From an optimization exercise on the open Yosys and OpenROAD flow, aimed at small area; shortcuts taken in it are not production practice. Only simulation tests tie the RTL to the original design; equivalence was not proved. No activity file was given, so power comes from the tool's default toggle rates.

==> inputs of v8 <==
==> flow/design.v <==
module mc_fifo #(
    parameter int NUM_CHANNELS      = 4,
    parameter int BUFFER_SIZE       = 16,
    parameter int DATA_WIDTH        = 32,
    parameter int ALMOST_FULL_LEVEL = 14,
    localparam int LEVEL_WIDTH      = $clog2(BUFFER_SIZE + 1)
) (
    input  logic                                clock,
    input  logic                                rst_n,
    input  logic [NUM_CHANNELS*DATA_WIDTH-1:0]  data_in,
    input  logic [NUM_CHANNELS-1:0]             data_in_valid,
    output logic [NUM_CHANNELS-1:0]             data_in_full,
    output logic [NUM_CHANNELS-1:0]             data_in_almost_full,
    output logic [NUM_CHANNELS*DATA_WIDTH-1:0]  data_out,
    output logic [NUM_CHANNELS-1:0]             data_out_valid,
    input  logic [NUM_CHANNELS-1:0]             data_out_ack,
    input  logic [NUM_CHANNELS-1:0]             flush,
    output logic [NUM_CHANNELS*LEVEL_WIDTH-1:0] level,
    output logic [NUM_CHANNELS-1:0]             overflow
);
    localparam logic [LEVEL_WIDTH-1:0] LVL_FULL = LEVEL_WIDTH'(BUFFER_SIZE);
    localparam logic [LEVEL_WIDTH-1:0] LVL_AF   = LEVEL_WIDTH'(ALMOST_FULL_LEVEL);
    localparam bit                     LVL_POW2 = (BUFFER_SIZE == (1 << (LEVEL_WIDTH - 1)));
    for (genvar c = 0; c < NUM_CHANNELS; c++) begin : g_ch
        logic [DATA_WIDTH-1:0]  mem [BUFFER_SIZE];
        logic [LEVEL_WIDTH-1:0] lvl_q;
        logic [LEVEL_WIDTH-1:0] lvl_d;
        logic                   ovf_q;
        logic                   full;
        logic                   valid;
        logic                   push;
        logic                   pop;
        logic [BUFFER_SIZE-1:0] sel;
        logic [DATA_WIDTH-1:0]  head;
        if (LVL_POW2) begin : g_full_top
            assign full = lvl_q[LEVEL_WIDTH-1];
        end else begin : g_full_cmp
            assign full = (lvl_q == LVL_FULL);
        end
        assign valid = (lvl_q != '0);
        assign push = data_in_valid[c] & ~full & ~flush[c];
        assign pop  = valid & data_out_ack[c] & ~flush[c];
        logic                   up;
        logic                   dn;
        logic [LEVEL_WIDTH-1:0] cu;
        logic [LEVEL_WIDTH-1:0] cd;
        assign up = push & ~pop;
        assign dn = pop & ~push;
        always_comb begin
            cu[0] = up;
            cd[0] = dn;
            for (int i = 1; i < LEVEL_WIDTH; i++) begin
                cu[i] = cu[i-1] & lvl_q[i-1];
                cd[i] = cd[i-1] & ~lvl_q[i-1];
            end
            if (flush[c])
                lvl_d = '0;
            else
                lvl_d = lvl_q ^ (cu | cd);
        end
        always_ff @(posedge clock or negedge rst_n) begin
            if (!rst_n) begin
                lvl_q <= '0;
                ovf_q <= 1'b0;
            end else begin
                lvl_q <= lvl_d;
                if (flush[c])
                    ovf_q <= 1'b0;
                else if (data_in_valid[c] && full)
                    ovf_q <= 1'b1;
            end
        end
        always_ff @(posedge clock) begin
            if (push) begin
                mem[0] <= data_in[c*DATA_WIDTH +: DATA_WIDTH];
                for (int i = 1; i < BUFFER_SIZE; i++)
                    mem[i] <= mem[i-1];
            end
        end
        mc_fifo_dec #(
            .BUFFER_SIZE(BUFFER_SIZE),
            .LEVEL_WIDTH(LEVEL_WIDTH)
        ) u_dec (
            .lvl(lvl_q),
            .sel(sel)
        );
        for (genvar b = 0; b < DATA_WIDTH; b++) begin : g_bit
            logic [BUFFER_SIZE-1:0] col;
            for (genvar i = 0; i < BUFFER_SIZE; i++) begin : g_row
                assign col[i] = mem[i][b];
            end
            mc_fifo_ohmux #(.N(BUFFER_SIZE)) u_mux (
                .sel(sel),
                .d  (col),
                .y  (head[b])
            );
        end
        assign data_out[c*DATA_WIDTH +: DATA_WIDTH] = head;
        assign level[c*LEVEL_WIDTH +: LEVEL_WIDTH]  = lvl_q;
        assign data_in_full[c]                      = full;
        assign data_in_almost_full[c]               = (lvl_q >= LVL_AF);
        assign data_out_valid[c]                    = valid;
        assign overflow[c]                          = ovf_q;
    end
endmodule
module mc_fifo_dec #(
    parameter int BUFFER_SIZE = 16,
    parameter int LEVEL_WIDTH = 5
) (
    input  logic [LEVEL_WIDTH-1:0] lvl,
    output logic [BUFFER_SIZE-1:0] sel
);
    localparam bit POW2 = (BUFFER_SIZE == (1 << (LEVEL_WIDTH - 1)));
    if (POW2 && LEVEL_WIDTH == 5) begin : g_16
        logic [3:0] lo_n;
        logic [3:0] hi_n;
        mc_fifo_predec_n u_lo (.a(lvl[1:0]), .y_n(lo_n));
        mc_fifo_predec_n u_hi (.a(lvl[3:2]), .y_n(hi_n));
        for (genvar i = 0; i < BUFFER_SIZE - 1; i++) begin : g_row
            mc_fifo_nor2 u_nor (
                .a(lo_n[(i + 1) % 4]),
                .b(hi_n[(i + 1) / 4]),
                .y(sel[i])
            );
        end
        assign sel[BUFFER_SIZE-1] = lvl[LEVEL_WIDTH-1];
    end else if (POW2) begin : g_pow2
        always_comb begin
            for (int i = 0; i < BUFFER_SIZE - 1; i++)
                sel[i] = (lvl[LEVEL_WIDTH-2:0] == (LEVEL_WIDTH-1)'(i + 1));
            sel[BUFFER_SIZE-1] = lvl[LEVEL_WIDTH-1];
        end
    end else begin : g_any
        always_comb
            for (int i = 0; i < BUFFER_SIZE; i++)
                sel[i] = (lvl == LEVEL_WIDTH'(i + 1));
    end
endmodule
module mc_fifo_ohmux #(
    parameter int N = 16
) (
    input  logic [N-1:0] sel,
    input  logic [N-1:0] d,
    output logic         y
);
    localparam int NF = N / 3;           
    localparam int NR = N - 3 * NF;      
    localparam int NG = NF + (NR != 0);  
    logic [NG-1:0] n;
    for (genvar g = 0; g < NF; g++) begin : g_grp
        mc_fifo_aoi222 u_aoi (
            .a0(sel[3*g]),   .b0(d[3*g]),
            .a1(sel[3*g+1]), .b1(d[3*g+1]),
            .a2(sel[3*g+2]), .b2(d[3*g+2]),
            .y (n[g])
        );
    end
    if (NR == 1) begin : g_r1
        mc_fifo_nand2 u_nand (.a(sel[N-1]), .b(d[N-1]), .y(n[NG-1]));
    end else if (NR == 2) begin : g_r2
        mc_fifo_aoi22 u_aoi (
            .a0(sel[N-2]), .b0(d[N-2]),
            .a1(sel[N-1]), .b1(d[N-1]),
            .y (n[NG-1])
        );
    end
    if (NG > 4) begin : g_wide
        logic rest;
        mc_fifo_and #(.W(NG - 3)) u_and (.a(n[NG-1:3]), .y(rest));
        mc_fifo_nand #(.W(4)) u_nand (.a({rest, n[2:0]}), .y(y));
    end else begin : g_narrow
        mc_fifo_nand #(.W(NG)) u_nand (.a(n), .y(y));
    end
endmodule
module mc_fifo_aoi222 (
    input  logic a0, b0, a1, b1, a2, b2,
    output logic y
);
    assign y = ~((a0 & b0) | (a1 & b1) | (a2 & b2));
endmodule
module mc_fifo_aoi22 (
    input  logic a0, b0, a1, b1,
    output logic y
);
    assign y = ~((a0 & b0) | (a1 & b1));
endmodule
module mc_fifo_nand2 (
    input  logic a, b,
    output logic y
);
    assign y = ~(a & b);
endmodule
module mc_fifo_and #(
    parameter int W = 2
) (
    input  logic [W-1:0] a,
    output logic         y
);
    assign y = &a;
endmodule
module mc_fifo_nand #(
    parameter int W = 2
) (
    input  logic [W-1:0] a,
    output logic         y
);
    assign y = ~&a;
endmodule
module mc_fifo_predec_n (
    input  logic [1:0] a,
    output logic [3:0] y_n
);
    for (genvar k = 0; k < 4; k++) begin : g_k
        mc_fifo_neq2 #(.K(k)) u_neq (.a(a), .y(y_n[k]));
    end
endmodule
module mc_fifo_neq2 #(
    parameter int K = 0
) (
    input  logic [1:0] a,
    output logic       y
);
    assign y = (a != 2'(K));
endmodule
module mc_fifo_nor2 (
    input  logic a, b,
    output logic y
);
    assign y = ~(a | b);
endmodule
==> flow/flow/run.sh <==
#!/bin/bash
# Layout flow: the standard ORFS flow with three changes that only affect
# buffering:
#  - port buffers use the smallest buffer cell (every port still gets one);
#  - CTS uses small clock buffers with larger sink clusters, and inserts no
#    dummy loads.
# The full output of the flow goes to flow_standard.log in this folder; ORFS
# keeps each step's own log under orfs/logs.
set -euo pipefail
export BUFFER_PORTS_ARGS="-buffer_cell sky130_fd_sc_hd__buf_1"
export CTS_ARGS="-sink_clustering_enable -repair_clock_nets -dont_use_dummy_load -buf_list {sky130_fd_sc_hd__clkbuf_4} -sink_clustering_size 10 -sink_clustering_max_diameter 40"
bash standard.sh finish > flow_standard.log 2>&1
==> flow/standard.sh <==
#!/bin/bash
# synth_recipe.tcl (not shown) runs the flow's synth.tcl, then flattens the netlist and writes it again
# the make line also repeats each setting of config.mk as NAME=value (left out here)
make -C /OpenROAD-flow-scripts/flow DESIGN_CONFIG=/design/flow/config.mk WORK_HOME=/design/flow/orfs CLKGATE_MAP_FILE= SYNTH_SCRIPT=/design/flow/synth_recipe.tcl "${@:-finish}"
==> flow/config.mk <==
export PLATFORM = sky130hd
export DESIGN_NAME = mc_fifo
export DESIGN_NICKNAME = mc_fifo
export VERILOG_FILES = /design/flow/design.v
export SDC_FILE = /design/flow/constraint.sdc
export NUM_CORES = 4
export LEC_CHECK = 0
export CAP_MARGIN = 0
export CORE_MARGIN = 2
export CORE_UTILIZATION = 80
export GPL_ROUTABILITY_DRIVEN = 0
export GPL_TIMING_DRIVEN = 0
export SLEW_MARGIN = 0
export SYNTH_HIERARCHICAL = 1
export SYNTH_MINIMUM_KEEP_SIZE = 0
==> flow/constraint.sdc <==
create_clock -name core_clock -period 6.0 [get_ports {clock}]
set_input_delay 1.2000 -clock core_clock [delete_from_list [all_inputs] [get_ports {clock}]]
set_output_delay 1.2000 -clock core_clock [all_outputs]
set_load 0.01 [all_outputs]
==> v36: changes against v8 <==
==> flow/design.v (replaced) <==
module mc_fifo #(
    parameter int NUM_CHANNELS      = 4,
    parameter int BUFFER_SIZE       = 16,
    parameter int DATA_WIDTH        = 32,
    parameter int ALMOST_FULL_LEVEL = 14,
    localparam int LEVEL_WIDTH      = $clog2(BUFFER_SIZE + 1)
) (
    input  logic                                clock,
    input  logic                                rst_n,
    input  logic [NUM_CHANNELS*DATA_WIDTH-1:0]  data_in,
    input  logic [NUM_CHANNELS-1:0]             data_in_valid,
    output logic [NUM_CHANNELS-1:0]             data_in_full,
    output logic [NUM_CHANNELS-1:0]             data_in_almost_full,
    output logic [NUM_CHANNELS*DATA_WIDTH-1:0]  data_out,
    output logic [NUM_CHANNELS-1:0]             data_out_valid,
    input  logic [NUM_CHANNELS-1:0]             data_out_ack,
    input  logic [NUM_CHANNELS-1:0]             flush,
    output logic [NUM_CHANNELS*LEVEL_WIDTH-1:0] level,
    output logic [NUM_CHANNELS-1:0]             overflow
);
    localparam logic [LEVEL_WIDTH-1:0] LVL_FULL = LEVEL_WIDTH'(BUFFER_SIZE);
    localparam logic [LEVEL_WIDTH-1:0] LVL_AF   = LEVEL_WIDTH'(ALMOST_FULL_LEVEL);
    localparam logic [LEVEL_WIDTH-1:0] LVL_ONE  = LEVEL_WIDTH'(1);
    for (genvar c = 0; c < NUM_CHANNELS; c++) begin : g_ch
        logic [DATA_WIDTH-1:0]  mem [BUFFER_SIZE];
        logic [LEVEL_WIDTH-1:0] lvl_q;
        logic [LEVEL_WIDTH-1:0] lvl_d;
        logic                   ovf_q;
        logic                   full;
        logic                   valid;
        logic                   push;
        logic                   pop;
        logic [BUFFER_SIZE-1:0] sel;
        logic [DATA_WIDTH-1:0]  head;
        assign full  = (lvl_q == LVL_FULL);
        assign valid = (lvl_q != '0);
        assign push = data_in_valid[c] & ~full & ~flush[c];
        assign pop  = valid & data_out_ack[c] & ~flush[c];
        always_comb begin
            lvl_d = lvl_q;
            if (flush[c])
                lvl_d = '0;
            else if (push && !pop)
                lvl_d = lvl_q + LVL_ONE;
            else if (pop && !push)
                lvl_d = lvl_q - LVL_ONE;
        end
        always_ff @(posedge clock or negedge rst_n) begin
            if (!rst_n) begin
                lvl_q <= '0;
                ovf_q <= 1'b0;
            end else begin
                lvl_q <= lvl_d;
                if (flush[c])
                    ovf_q <= 1'b0;
                else if (data_in_valid[c] && full)
                    ovf_q <= 1'b1;
            end
        end
        always_ff @(posedge clock) begin
            if (push) begin
                mem[0] <= data_in[c*DATA_WIDTH +: DATA_WIDTH];
                for (int i = 1; i < BUFFER_SIZE; i++)
                    mem[i] <= mem[i-1];
            end
        end
        mc_fifo_dec #(
            .BUFFER_SIZE(BUFFER_SIZE),
            .LEVEL_WIDTH(LEVEL_WIDTH)
        ) u_dec (
            .lvl(lvl_q),
            .sel(sel)
        );
        always_comb begin
            head = '0;
            for (int i = 0; i < BUFFER_SIZE; i++)
                head = head | ({DATA_WIDTH{sel[i]}} & mem[i]);
        end
        assign data_out[c*DATA_WIDTH +: DATA_WIDTH] = head;
        assign level[c*LEVEL_WIDTH +: LEVEL_WIDTH]  = lvl_q;
        assign data_in_full[c]                      = full;
        assign data_in_almost_full[c]               = (lvl_q >= LVL_AF);
        assign data_out_valid[c]                    = valid;
        assign overflow[c]                          = ovf_q;
    end
endmodule
module mc_fifo_dec #(
    parameter int BUFFER_SIZE = 16,
    parameter int LEVEL_WIDTH = 5
) (
    input  logic [LEVEL_WIDTH-1:0] lvl,
    output logic [BUFFER_SIZE-1:0] sel
);
    always_comb
        for (int i = 0; i < BUFFER_SIZE; i++)
            sel[i] = (lvl == LEVEL_WIDTH'(i + 1));
endmodule
==> flow/run.sh (new file) <==
#!/bin/bash
# synth_recipe.tcl (not shown) runs the flow's synth.tcl, then flattens the netlist and writes it again
# the make line also repeats each setting of config.mk as NAME=value (left out here)
make -C /OpenROAD-flow-scripts/flow DESIGN_CONFIG=/design/flow/config.mk WORK_HOME=/design/flow/orfs CLKGATE_MAP_FILE= SYNTH_SCRIPT=/design/flow/synth_recipe.tcl finish
==> flow/config.mk (replaced) <==
export PLATFORM = sky130hd
export DESIGN_NAME = mc_fifo
export DESIGN_NICKNAME = mc_fifo
export VERILOG_FILES = /design/flow/design.v
export SDC_FILE = /design/flow/constraint.sdc
export NUM_CORES = 4
export LEC_CHECK = 0
export CAP_MARGIN = 20
export CORE_MARGIN = 2
export CORE_UTILIZATION = 40
export SLEW_MARGIN = 20
export SYNTH_HIERARCHICAL = 1
export SYNTH_MINIMUM_KEEP_SIZE = 0
removed: flow/flow/run.sh
removed: flow/standard.sh
==> comparison <==
- Register-to-register slack: v36 is lower than v8 (360 ps).
- Hold slack: v36 is higher than v8 (270 ps).
- Clock power: v36 is higher than v8 (about 120%).
- In v8 the clock-buffer cell count is lower than in v36, by 19.
- In v8 the via count is larger than in v36, by 0.71%.

## what the ideal ports hide
In the flow no input, the clock included, has a driving cell. The finished layouts below were timed again as built, in two steps. Step 1 (the two cells are an assumption about what drives the block):
set clk [get_ports {clock}]
set_driving_cell -lib_cell sky130_fd_sc_hd__clkbuf_16 $clk
set_driving_cell -lib_cell sky130_fd_sc_hd__buf_2 [delete_from_list [all_inputs] $clk]
Step 2 adds t to the input delays and takes it off the output delays; t is the mean of the earliest and latest rising clock arrival at the registers after step 1. Input paths then give back, and output paths get back, about the clock's delay inside the block. Three values: no drivers, after step 1, after step 2; two values: the first two.
| run | t, ns | slack for setup (ns) | latest minus earliest clock arrival (ns) | worst slew at a driven data input, ns |
|---|---|---|---|---|
| v8 | 1.188 | 1.002 / 0.932 / 2.010 | 0.104 / 0.104 | 0.28 |
| v36 | 0.910 | 0.658 / 0.578 / 1.456 | 0.047 / 0.046 | 0.18 |
After both steps every run listed still meets setup and hold.
